Source: an optimization exercise on an open RTL-to-GDS flow (aim: small area). Production flows keep margins and buffers that such runs may drop. Function was checked by simulation only, so behaviour that the tests miss may differ from the original. No activity file was given, so power comes from the tool's default toggle rates.

## try-sierra
// prog_loader
module prog_loader #(
    parameter int unsigned DEPTH = 64
) (
    input  logic        clk,
    input  logic        reset,
    input  logic [7:0]  rx_data,
    input  logic        rx_valid,
    input  logic [31:0] PC,
    output logic [31:0] Instruction,
    output logic        cpu_reset,
    output logic        loaded,
    output logic        load_error,
    output logic [7:0]  word_count
);
    localparam int unsigned AW = $clog2(DEPTH);
    prog_loader_pkg::loader_state_t state, next_state;
    logic [AW-1:0] n_words;
    logic [1:0]    byte_idx;
    logic [23:0]   pack_n;
    logic [23:0]   pack_nxt;
    logic [7:0]    csum;
    logic [AW:0]   wcnt;
    logic [AW:0]   wcnt_inc;
    logic          in_len, in_data;
    logic          word_done;
    logic          last_word;
    assign in_len    = rx_valid && (state == LEN);
    assign in_data   = rx_valid && (state == DATA);
    assign wcnt_inc  = wcnt + 1'b1;
    assign word_done = in_data && (byte_idx == 2'd3);
    assign last_word = (wcnt_inc[AW-1:0] == n_words);
    always_ff @(posedge clk or negedge reset) begin
        if (!reset) begin
            state <= IDLE;
        end else begin
            state <= next_state;
        end
    end
    always_comb begin
        next_state = state;
        if (rx_valid) begin
            case (state)
                IDLE: begin
                    if (rx_data == SYNC_BYTE) next_state = LEN;
                end
                LEN: begin
                    next_state = ((rx_data != 8'd0) && ({1'b0, rx_data} <= 9'(DEPTH))) ? DATA : ERR;
                end
                DATA: begin
                    if ((byte_idx == 2'd3) && last_word) begin
                        next_state = CSUM;
                    end
                end
                CSUM: begin
                    next_state = (rx_data == csum) ? DONE : ERR;
                end
                DONE, ERR: begin
                    if (rx_data == SYNC_BYTE) next_state = LEN;
                end
                default: next_state = IDLE;
            endcase
        end
    end
    always_ff @(posedge clk or negedge reset) begin
        if (!reset) begin
            wcnt <= '0;
        end else if (in_len) begin
            wcnt <= '0;
  ...
For scale: ~6,000 cells after synthesis, roughly 86 I/O pins.
Settings: LEC_CHECK=0, CAP_MARGIN=20, CORE_MARGIN=2, CORE_UTILIZATION=60, PLACE_DENSITY=0.75, SLEW_MARGIN=20, SYNTH_HIERARCHICAL=1; clock period 7.5 ns.
standard.sh (not shown) runs the stock make flow with config.mk's settings and CLKGATE_MAP_FILE= SYNTH_SCRIPT=/design/flow/synth_recipe.tcl, a recipe that flattens the netlist after the stock synthesis.
==> flow/flow/run.sh <==
#!/bin/bash
# Standard layout (the standard.sh) with these changes:
#  - after floorplan, logic gates start at their smallest drive (downsize.tcl);
#  - ports are buffered with buf_1 cells;
#  - CTS uses clkbuf_4 in small clusters and no dummy loads.
# make's output goes to flow_make.log; each ORFS step logs under orfs/logs/.
set -euo pipefail
here=$(cd "$(dirname "$0")" && pwd)
export POST_FLOORPLAN_TCL="$here/downsize.tcl"
export BUFFER_PORTS_ARGS="-buffer_cell sky130_fd_sc_hd__buf_1"
export CTS_ARGS="-sink_clustering_enable -repair_clock_nets -buf_list sky130_fd_sc_hd__clkbuf_4 -sink_clustering_size 10 -sink_clustering_max_diameter 50 -dont_use_dummy_load"
bash standard.sh > flow_make.log 2>&1
==> flow/flow/downsize.tcl <==
# Start every logic gate at its smallest drive strength (the _1 variant);
# placement, CTS and routing repair then upsize or buffer only what timing,
# slew or load need. Flip-flops and clock cells are left as they are.
set n 0
foreach inst [get_cells *] {
  set m [get_property $inst ref_name]
  if {[regexp {^sky130_fd_sc_hd__(\w+)_(\d+)$} $m -> base drv]} {
    if {$drv > 1 && ![regexp {^(df|edf|sdf|dl|clk|conb|tap|fill|decap)} $base]} {
      set target sky130_fd_sc_hd__${base}_1
      if {[llength [get_lib_cells -quiet */$target]]} {
        replace_cell $inst [get_lib_cells */$target]
        incr n
      }
    }
  }
}
puts "downsize.tcl: replaced $n cells by their _1 variant"
--- input diff try-sierra..try-violet ---
diff --git a/flow/config.mk b/flow/config.mk
--- a/flow/config.mk
+++ b/flow/config.mk
@@ -9,4 +9,4 @@
 export CORE_MARGIN = 2
-export CORE_UTILIZATION = 60
-export PLACE_DENSITY = 0.75
+export CORE_UTILIZATION = 78
+export PLACE_DENSITY = 0.86
 export SLEW_MARGIN = 20
Results
For the layout overhead on the synthesized area, try-violet came in 0.97 points lower than try-sierra did. The non-clock buffer count number comes out lower for try-violet vs try-sierra. Diff try-sierra -> try-violet | power | down slightly. Between try-violet and try-sierra, the clock period minus worst slack is lower for try-sierra.
For try-fjord, these inputs were changed with respect to try-violet:
diff --git a/flow/config.mk b/flow/config.mk
--- a/flow/config.mk
+++ b/flow/config.mk
@@ -9,4 +9,4 @@
 export CORE_MARGIN = 2
-export CORE_UTILIZATION = 78
-export PLACE_DENSITY = 0.86
+export CORE_UTILIZATION = 66
+export PLACE_DENSITY = 0.8
 export SLEW_MARGIN = 20
--- outcome ---
Delta(number of buffers created by CTS, try-fjord - try-violet) > 0. Delta (try-fjord minus try-violet): overall track demand over capacity in global routing now sits lower; number of fillers in the final layout now sits higher. Synthesis-to-finish area growth, try-fjord and try-violet: higher on try-fjord. Higher post-route core utilization goes to try-violet over try-fjord. In the final reports, the cell area of try-fjord is larger than that of try-violet. Setup WNS try-violet -> try-fjord: worse. Comparing try-fjord against try-violet, there is no change at all in post-cts repair resize count. Comparing number of logic stages on the critical path including buffering for try-fjord and try-violet, the bigger number came from try-fjord.


## try-ember
prog_loader, a different RTL version from the one above (not shown whole).
For scale: ~6600 cells after synthesis, about 2100 flip-flops, ~86 I/O pins.
export LEC_CHECK = 0
export CAP_MARGIN = 20
export CORE_MARGIN = 2
export CORE_UTILIZATION = 60
export CTS_BUF_LIST = sky130_fd_sc_hd__clkbuf_4 sky130_fd_sc_hd__clkbuf_8
export PLACE_DENSITY = 0.75
export SLEW_MARGIN = 20
export SYNTH_HIERARCHICAL = 1
create_clock -name core_clock -period 7.5 [get_ports {clk}]
run.sh (not shown) runs the stock make flow with config.mk's settings and CLKGATE_MAP_FILE= SYNTH_SCRIPT=/design/flow/synth_recipe.tcl, a recipe that flattens the netlist after the stock synthesis.
Stock flow here: none of the scripts above is used.
The inputs of try-onyx differ from those of try-ember as listed below.
Settings: CTS_CLUSTER_SIZE: unset -> 30; PLACE_DENSITY: 0.75 -> 0.85; CTS_CLUSTER_DIAMETER: unset -> 100; CORE_UTILIZATION: 60 -> 70; SLEW_MARGIN: 20 -> 10; CTS_BUF_LIST: sky130_fd_sc_hd__clkbuf_4 sky130_fd_sc_hd__clkbuf_8 -> sky130_fd_sc_hd__clkbuf_16; CAP_MARGIN: 20 -> 10.
==> comparison <==
try-onyx finished all stages; layout check result: FAIL, due to negative setup slack. Height of the die went down by a little under 10% going from try-ember to try-onyx. try-onyx vs. try-ember: count of antenna diodes in the layout climbed 2; share of the core filled with cells climbed 6.2 points; share of total power in combinational logic climbed 1.6 points.
Inputs modified between try-onyx and try-xenon:
Settings: a deleted CTS_BUF_LIST that had been sky130_fd_sc_hd__clkbuf_16; a deleted PLACE_DENSITY that had been 0.85; a change of CORE_UTILIZATION from 70 to 40; a change of SLEW_MARGIN from 10 to 20; a change of CAP_MARGIN from 10 to 20; a deleted CTS_CLUSTER_SIZE that had been 30; a deleted CTS_CLUSTER_DIAMETER that had been 100.
Notes after the runs:
Each of try-xenon and try-onyx falls short of a clean finish. try-xenon finished all stages; however, its layout fails the closing checks, the failures being negative setup slack. Every stage of try-onyx finished as expected; the final checks, on the other hand, flagged negative setup slack, which means the layout fails. try-xenon vs. try-onyx: post-route total power saw an increase; fraction of the core area covered by cells at the end of the flow saw a decrease; sequential power saw little to no change; number of failing setup endpoints in the final timing report saw an increase; final design instance area without fill saw an increase. Instruction[0] as the termination of the worst setup path was reported by try-xenon, and Instruction[7] by try-onyx. For the layout filler cell count, try-xenon came in 9874 higher than try-onyx did. Of try-xenon and try-onyx, the lower met3 routing resource usage after global routing belongs to try-xenon. Against try-onyx, try-xenon comes in 1 higher on number of gates on the worst path with buffers counted. Summary of try-xenon over try-onyx: detailed placer's ending HPWL saw an increase; clock network power saw an increase; via count saw a decrease.

separate check: timing with driven ports:
Ports are ideal in the flow. The routed layouts listed here were re-timed in OpenROAD.
Step 1 assumes that a clkbuf_16 drives the clock port and a buf_2 every other input.
Step 2 times the ports against the registers' clock, not the clock port: input delays grow and output delays shrink by t, the midpoint of the rising clock arrivals with the driver on.
a / b / c = ideal ports / drivers / drivers and shift; a / b = the first two.
| run | t (ns) | slack for setup (ns) | worst setup path at the end | latest minus earliest clock arrival (ns) | worst register clock-pin slew, ns |
|---|---|---|---|---|---|
| try-sierra | 1.310 | 0.649 / 0.583 / 0.583 | input to output | 0.129 / 0.129 | 0.12 / 0.12 |
| try-violet | 1.249 | 0.606 / 0.509 / 0.509 | input to output | 0.104 / 0.104 | 0.12 / 0.12 |
| try-fjord | 1.270 | 0.507 / 0.420 / 0.420 | input to output | 0.140 / 0.140 | 0.12 / 0.12 |
| try-ember | 1.099 | 0.153 / 0.112 / 0.112 | input to output | 0.059 / 0.059 | 0.08 / 0.08 |
| try-onyx | 0.794 | -0.024 / -0.064 / -0.064 | input to output | 0.039 / 0.040 | 0.12 / 0.12 |
| try-xenon | 0.941 | -0.062 / -0.098 / -0.098 | input to output | 0.056 / 0.056 | 0.07 / 0.07 |
For try-violet, which loses most, drivers alone change the setup slack by -0.097 ns; drivers and shift together by -0.097 ns.
